Context: an optimization exercise on an open-source flow, tuned for small area, a short achievable clock period and few clock cycles. The choices shown serve that exercise and are no tape-out recipe. At most, simulation tests tie the RTL to the original design; equivalence was not proved. Power figures rest on the tool's default switching activity, not on a simulated workload.

==> module axiApbBridgeTop, before the edit <==
module axiApbBridgeTop (
  input  logic         pclk,
  input  logic         preset_n,
  input  logic [31:0]  ar_addr,
  input  logic [7:0]   ar_id,
  input  logic [7:0]   ar_len,
  input  logic [1:0]   ar_burst,
  input  logic [2:0]   ar_prot,
  input  logic         ar_valid,
  output logic         ar_ready,
  input  logic [31:0]  aw_addr,
  input  logic [7:0]   aw_id,
  input  logic [7:0]   aw_len,
  input  logic [1:0]   aw_burst,
  input  logic [2:0]   aw_prot,
  input  logic         aw_valid,
  output logic         aw_ready,
  input  logic [31:0]  w_data,
  input  logic [3:0]   w_strb,
  input  logic         w_valid,
  output logic         w_ready,
  output logic [31:0]  r_data,
  output logic [1:0]   r_resp,
  output logic [7:0]   r_id,
  output logic         r_last,
  output logic         r_valid,
  input  logic         r_ready,
  output logic [1:0]   b_resp,
  output logic [7:0]   b_id,
  output logic         b_valid,
  input  logic         b_ready,
  output logic [31:0]  paddr,
  output logic [31:0]  pwdata,
  output logic [3:0]   pstrb,
  output logic [2:0]   pprot,
  output logic         pwrite,
  output logic [3:0]   psel,
  output logic         penable,
  input  logic [3:0]   pready,
  input  logic [127:0] prdata,
  input  logic [3:0]   pslverr
);
  logic        act;        
  logic        wr;         
  logic        acc;        
  logic [11:2] curAddr;    
  logic [3:0]  oh;         
  logic        upZero;     
  logic        upOnes;     
  logic [7:0]  left;       
  logic        last;       
  logic [1:0]  wrErr;      
  logic        rv;         
  logic        rl;
  logic [31:0] rd;
  logic [1:0]  rr;
  logic        bv;
  logic        fA;         
  logic        fW;         
  logic        fR;         
  logic        fWA;        
  logic        fDW;        
  logic [3:0]  hit;
  logic        dec;
  logic        fixed;
  logic        done;
  logic        decDone;
  logic        fin;
  logic        setup;
  logic [1:0]  beatResp;
  logic        rdAvail;
  logic        wrAvail;
  logic        free;
  logic        start;
  logic        pickW;
  logic [31:0] rdSel;
  logic [3:0]  sWA;
  logic        actN;
  logic        wrN;
  logic        accN;
  logic        rvN;
  logic        decN;
  assign hit = oh & {4{upZero}};
  assign dec = ~upZero;
  assign done    = acc & |(pready & oh);
  assign decDone = act & dec & (wr ? w_valid : ~rv);
  assign fin     = done | decDone;
  assign setup   = act & ~acc & ~dec & (wr ? w_valid : (~rv | r_ready));
  assign beatResp = dec ? 2'd3 : (|(pslverr & hit) ? 2'd2 : 2'd0);
  assign rdAvail = ar_valid & ~(act & ~wr) & ~(rv & rl);
  assign wrAvail = aw_valid & ~(act & wr) & ~bv;
  assign free    = ~act | (fin & last);
  assign start   = free & (rdAvail | wrAvail);
  assign pickW   = wrAvail & (~rdAvail | ~wr);
  assign fixed   = wr ? (aw_burst == 2'd0) : (ar_burst == 2'd0);
  always_comb begin
    rdSel = '0;
    for (int k = 0; k < 4; k++) begin
      rdSel = rdSel | (prdata[32*k +: 32] & {32{hit[k] & ~rv}});
    end
  end
  assign upOnes = wr ? (&aw_addr[31:14]) : (&ar_addr[31:14]);
  always_comb begin
    actN = start | (act & ~(fin & last));
    wrN  = start ? pickW : wr;
    accN = acc ? ~done : setup;
    rvN  = (fin & ~wr) | (rv & ~r_ready);
    if (start) begin
      decN = pickW ? (aw_addr[31:14] != '0) : (ar_addr[31:14] != '0);
    end else if (fin && !fixed && oh[3] && (&curAddr[11:2])) begin
      decN = ~upOnes;
    end else begin
      decN = dec;
    end
  end
  always_ff @(posedge pclk or negedge preset_n) begin
    if (!preset_n) begin
      act <= 1'b0;
      wr     <= 1'b0;
      acc <= 1'b0;
      rv  <= 1'b0;
      bv  <= 1'b0;
      fA  <= 1'b0;
      fW  <= 1'b0;
      fR  <= 1'b0;
      fWA <= 1'b0;
      fDW <= 1'b0;
    end else begin
      act <= actN;
      wr  <= wrN;
      acc <= accN;
      rv  <= rvN;
      if (fin & wr & last) begin
        bv <= 1'b1;
      end else if (b_ready) begin
        bv <= 1'b0;
      end
      fA  <= accN | (actN & ~decN & ~wrN & ~rvN);
      fW  <= actN & ~accN & ~decN & wrN;
      fR  <= actN & ~accN & ~decN & ~wrN & rvN;
      fWA <= accN & wrN;
      fDW <= actN & decN & wrN;
    end
  end
  always_ff @(posedge pclk) begin
    if (start) begin
      curAddr <= pickW ? aw_addr[11:2] : ar_addr[11:2];
      for (int k = 0; k < 4; k++) begin
        oh[k] <= pickW ? (aw_addr[13:12] == 2'(k)) : (ar_addr[13:12] == 2'(k));
      end
      upZero  <= pickW ? (aw_addr[31:14] == '0) : (ar_addr[31:14] == '0);
      left    <= pickW ? aw_len : ar_len;
      last    <= pickW ? (aw_len == '0) : (ar_len == '0);
    end else if (fin) begin
      left <= left - 8'd1;
      last <= (left == 8'd1);
      if (!fixed) begin
        curAddr <= curAddr + 10'd1;
        if (&curAddr) begin
          oh <= {oh[2:0], oh[3]};
          if (oh[3]) begin
            upZero <= upOnes;
          end
        end
      end
    end
    if (start & pickW) begin
      wrErr <= 2'd0;
    end else if (fin & wr) begin
      wrErr <= wrErr | beatResp;
    end
    rd <= rdSel | (rd & {32{rv}});
    if (!rv) begin
      rr <= beatResp;
      rl <= last;
    end
  end
  pselGate pselGate_i (
    .oh    (oh),
    .fA    (fA),
    .fW    (fW),
    .fR    (fR),
    .wValid(w_valid),
    .rReady(r_ready),
    .psel  (psel)
  );
  assign penable = acc;
  assign paddr   = {18'd0, oh[3] | oh[2], oh[3] | oh[1], curAddr, wr ? aw_addr[1:0] : ar_addr[1:0]};
  assign pwrite  = wr;
  assign pprot   = wr ? aw_prot : ar_prot;
  assign pwdata  = w_data;
  assign pstrb   = w_strb & {4{wr}};
  assign sWA     = oh & {4{fWA}};
  wReadyGate wReadyGate_i (
    .pready(pready),
    .sWA   (sWA),
    .dW    (fDW),
    .wReady(w_ready)
  );
  assign r_valid  = rv;
  assign r_data   = rd;
  assign r_resp   = rr;
  assign r_last   = rl;
  assign r_id     = ar_id;
  assign ar_ready = rv & rl & r_ready;
  assign b_valid  = bv;
  assign b_resp   = wrErr;
  assign b_id     = aw_id;
  assign aw_ready = bv & b_ready;
endmodule
==> module pselGate, before the edit <==
module pselGate (
  input  logic [3:0] oh,       
  input  logic       fA,       
  input  logic       fW,       
  input  logic       fR,       
  input  logic       wValid,
  input  logic       rReady,
  output logic [3:0] psel
);
  assign psel = oh & {4{fA | (fW & wValid) | (fR & rReady)}};
endmodule
Settings: LEC_CHECK=0, CAP_MARGIN=20, CORE_AREA=2.5 2.5 142.5 142.5, DIE_AREA=0 0 145 145, PLACE_DENSITY=0.6, SETUP_SLACK_MARGIN=2.4, SLEW_MARGIN=20, SYNTH_HIERARCHICAL=1, SYNTH_MINIMUM_KEEP_SIZE=0; clock period 5.0 ns.
standard.sh (not shown) runs the stock make flow with config.mk's settings and CLKGATE_MAP_FILE= SYNTH_SCRIPT=/design/flow/synth_recipe.tcl, a recipe that flattens the netlist after the stock synthesis.
==> flow/flow/run.sh <==
#!/bin/bash
# Standard layout; port buffers of the smallest plain buffer; smaller clock tree.
export BUFFER_PORTS_ARGS="-buffer_cell sky130_fd_sc_hd__buf_1"
export CTS_ARGS="-sink_clustering_enable -repair_clock_nets -dont_use_dummy_load -buf_list sky130_fd_sc_hd__clkbuf_8 -sink_clustering_size 40 -sink_clustering_max_diameter 150"
bash standard.sh > standard.log 2>&1
Testbench counts at the start, summed over its fixed seeds: cycles 10,238.
Then changed:
--- a/flow/design.v
+++ b/flow/design.v
@@ -520,8 +520,11 @@
   logic        start;
   logic        pickW;
   logic [31:0] rdSel;
   logic [3:0]  sWA;
+  logic [3:0]  sA;
+  logic [3:0]  sW;
+  logic [3:0]  sR;
   logic        actN;
   logic        wrN;
   logic        accN;
   logic        rvN;
@@ -561,9 +564,9 @@
   end
   always_ff @(posedge pclk or negedge preset_n) begin
     if (!preset_n) begin
       act <= 1'b0;
-      wr     <= 1'b0;
+      wr  <= 1'b1;
       acc <= 1'b0;
       rv  <= 1'b0;
       bv  <= 1'b0;
       fA  <= 1'b0;
@@ -620,13 +623,15 @@
       rr <= beatResp;
       rl <= last;
     end
   end
+  assign sA = oh & {4{fA}};
+  assign sW = oh & {4{fW}};
+  assign sR = oh & {4{fR}};
   pselGate pselGate_i (
-    .oh    (oh),
-    .fA    (fA),
-    .fW    (fW),
-    .fR    (fR),
+    .sA    (sA),
+    .sW    (sW),
+    .sR    (sR),
     .wValid(w_valid),
     .rReady(r_ready),
     .psel  (psel)
   );
@@ -654,17 +659,16 @@
   assign b_id     = aw_id;
   assign aw_ready = bv & b_ready;
 endmodule
 module pselGate (
-  input  logic [3:0] oh,       
-  input  logic       fA,       
-  input  logic       fW,       
-  input  logic       fR,       
+  input  logic [3:0] sA,       
+  input  logic [3:0] sW,       
+  input  logic [3:0] sR,       
   input  logic       wValid,
   input  logic       rReady,
   output logic [3:0] psel
 );
-  assign psel = oh & {4{fA | (fW & wValid) | (fR & rReady)}};
+  assign psel = sA | (sW & {4{wValid}}) | (sR & {4{rReady}});
 endmodule
 module wReadyGate (
   input  logic [3:0] pready,
   input  logic [3:0] sWA,      
Effect: The changed run passed the timing, design-rule and antenna checks; global-route usage goes up by 0.21 points; die area stays the same; power increases by a few percent; fmax shrinks by a few percent; worst setup slack degrades by 0.092 ns; count of clock-buffer cells in the layout is unchanged; synthesized area is higher by a few percent; sequential power stays flat; via count rose by a little under a tenth.
The RTL of the second run of this note was laid out without a check of its function.

axiApbBridgeTop, a different RTL version from the one above (not shown whole).
Size in the first run: roughly 560 cells after synthesis, about 69 flip-flops, ~4700 sq um of cells after synthesis.
==> flow/config.mk <==
export PLATFORM = sky130hd
export DESIGN_NAME = axiApbBridgeTop
export DESIGN_NICKNAME = axiApbBridgeTop
export VERILOG_FILES = /design/flow/design.v
export SDC_FILE = /design/flow/constraint.sdc
export NUM_CORES = 4
export LEC_CHECK = 0
export CAP_MARGIN = 20
export CORE_AREA = 2.5 2.5 142.5 142.5
export DIE_AREA = 0 0 145 145
export PLACE_DENSITY = 0.6
export SETUP_SLACK_MARGIN = 2.5
export SLEW_MARGIN = 20
export SYNTH_HIERARCHICAL = 1
export SYNTH_MINIMUM_KEEP_SIZE = 0
==> flow/constraint.sdc <==
create_clock -name core_clock -period 5.0 [get_ports {pclk}]
set_input_delay 1.0000 -clock core_clock [delete_from_list [all_inputs] [get_ports {pclk}]]
set_output_delay 1.0000 -clock core_clock [all_outputs]
set_load 0.01 [all_outputs]
==> flow/flow/run.sh <==
#!/bin/bash
# Standard layout; port buffers of the smallest plain buffer; smaller clock tree;
# one tie cell for the constant outputs.
export BUFFER_PORTS_ARGS="-buffer_cell sky130_fd_sc_hd__buf_1"
export CTS_ARGS="-sink_clustering_enable -repair_clock_nets -dont_use_dummy_load -buf_list sky130_fd_sc_hd__clkbuf_8 -sink_clustering_size 40 -sink_clustering_max_diameter 150"
export SKIP_REPAIR_TIE_FANOUT=1
bash standard.sh > standard.log 2>&1
Testbench counts at the start, summed over its fixed seeds: cycles 10,238.
Rerun with:
--- a/flow/design.v
+++ b/flow/design.v
@@ -516,12 +516,13 @@
   logic        wrAvail;
   logic        free;
   logic        start;
   logic        pickW;
   logic [31:0] rdSel;
   logic [3:0]  sWA;
+  logic        step;
   logic        dW;
   logic        rdSel1;
   logic [4:0]  awBits;
   logic [4:0]  arBits;
   logic [4:0]  xAw;
   logic [4:0]  xAr;
@@ -593,39 +594,39 @@
       end
       fA  <= accN | (actN & ~decN & ~wrN & ~rvN);
       fW  <= actN & ~accN & ~decN & wrN;
       fR  <= actN & ~accN & ~decN & ~wrN & rvN;
     end
   end
+  assign step = fin & ~fixed;
   always_ff @(posedge pclk) begin
     if (start) begin
       curAddr <= pickW ? aw_addr[11:2] : ar_addr[11:2];
+      left    <= pickW ? aw_len : ar_len;
+    end else begin
+      curAddr <= curAddr + {9'd0, step};
+      left    <= left - {7'd0, fin};
+    end
+    if (start) begin
       for (int k = 0; k < 4; k++) begin
         oh[k] <= pickW ? (aw_addr[13:12] == 2'(k)) : (ar_addr[13:12] == 2'(k));
       end
       upZero  <= pickW ? (aw_addr[31:14] == '0) : (ar_addr[31:14] == '0);
-      left    <= pickW ? aw_len : ar_len;
       last    <= pickW ? (aw_len == '0) : (ar_len == '0);
     end else if (fin) begin
-      left <= left - 8'd1;
       last <= (left == 8'd1);
       if (!fixed) begin
-        curAddr <= curAddr + 10'd1;
         if (&curAddr) begin
           oh <= {oh[2:0], oh[3]};
           if (oh[3]) begin
             upZero <= upOnes;
           end
         end
       end
     end
-    if (start & pickW) begin
-      wrErr <= 2'd0;
-    end else if (fin & wr) begin
-      wrErr <= wrErr | beatResp;
-    end
+    wrErr <= {2{~(start & pickW)}} & (wrErr | (beatResp & {2{fin & wr}}));
     rd <= rdSel | (rd & {32{rv}});
     if (!rv) begin
       rr <= beatResp;
       rl <= last;
     end
   end
Result: First-iteration DRC count shrinks by well over a third. Clock power grows slightly. Synthesized cell count grows by a few percent. Wire length grows slightly. Final area barely changes. Sequential cell count stays the same. Setup slack is worse by 83 ps. Power grows slightly. Sequential share of layout area shrinks by 3.1 points. Via count grows by a few percent. Count of clock-buffer cells in the layout stays the same. Final cell count grows slightly.
For the second run of this note, only the layout was checked, not whether the RTL still works.

==> re-timing with driven ports <==
In the flow no input, the clock included, has a driving cell. The finished layouts below were timed again as built, in two steps. Step 1: set_driving_cell puts a clkbuf_16 on pclk and a buf_2 on each other input, an assumption about the parent block. Step 2 adds t to the input delays and takes it off the output delays; t is the mean of the earliest and latest rising clock arrival at the registers after step 1. Input paths then give back, and output paths get back, about the clock's delay inside the block. Three values: no drivers, after step 1, after step 2; two values: the first two.
| run | t, ns | setup slack, ns | worst register clock-pin slew, ns | worst slew at a driven data input, ns |
|---|---|---|---|---|
| the first run of note 1 | 0.379 | 2.346 / 2.304 / 2.163 | 0.09 / 0.09 | 0.16 |
| the second run of note 1 | 0.388 | 2.254 / 2.200 / 2.115 | 0.08 / 0.08 | 0.09 |
| the first run of note 2 | 0.373 | 2.520 / 2.450 / 2.254 | 0.08 / 0.08 | 0.12 |
| the second run of note 2 | 0.387 | 2.437 / 2.422 / 2.035 | 0.08 / 0.08 | 0.14 |
After both steps setup and hold are still met in every run listed. The setup slack of the second run of note 2, which loses most, moves by -0.015 ns with the drivers and by -0.402 ns with both steps.
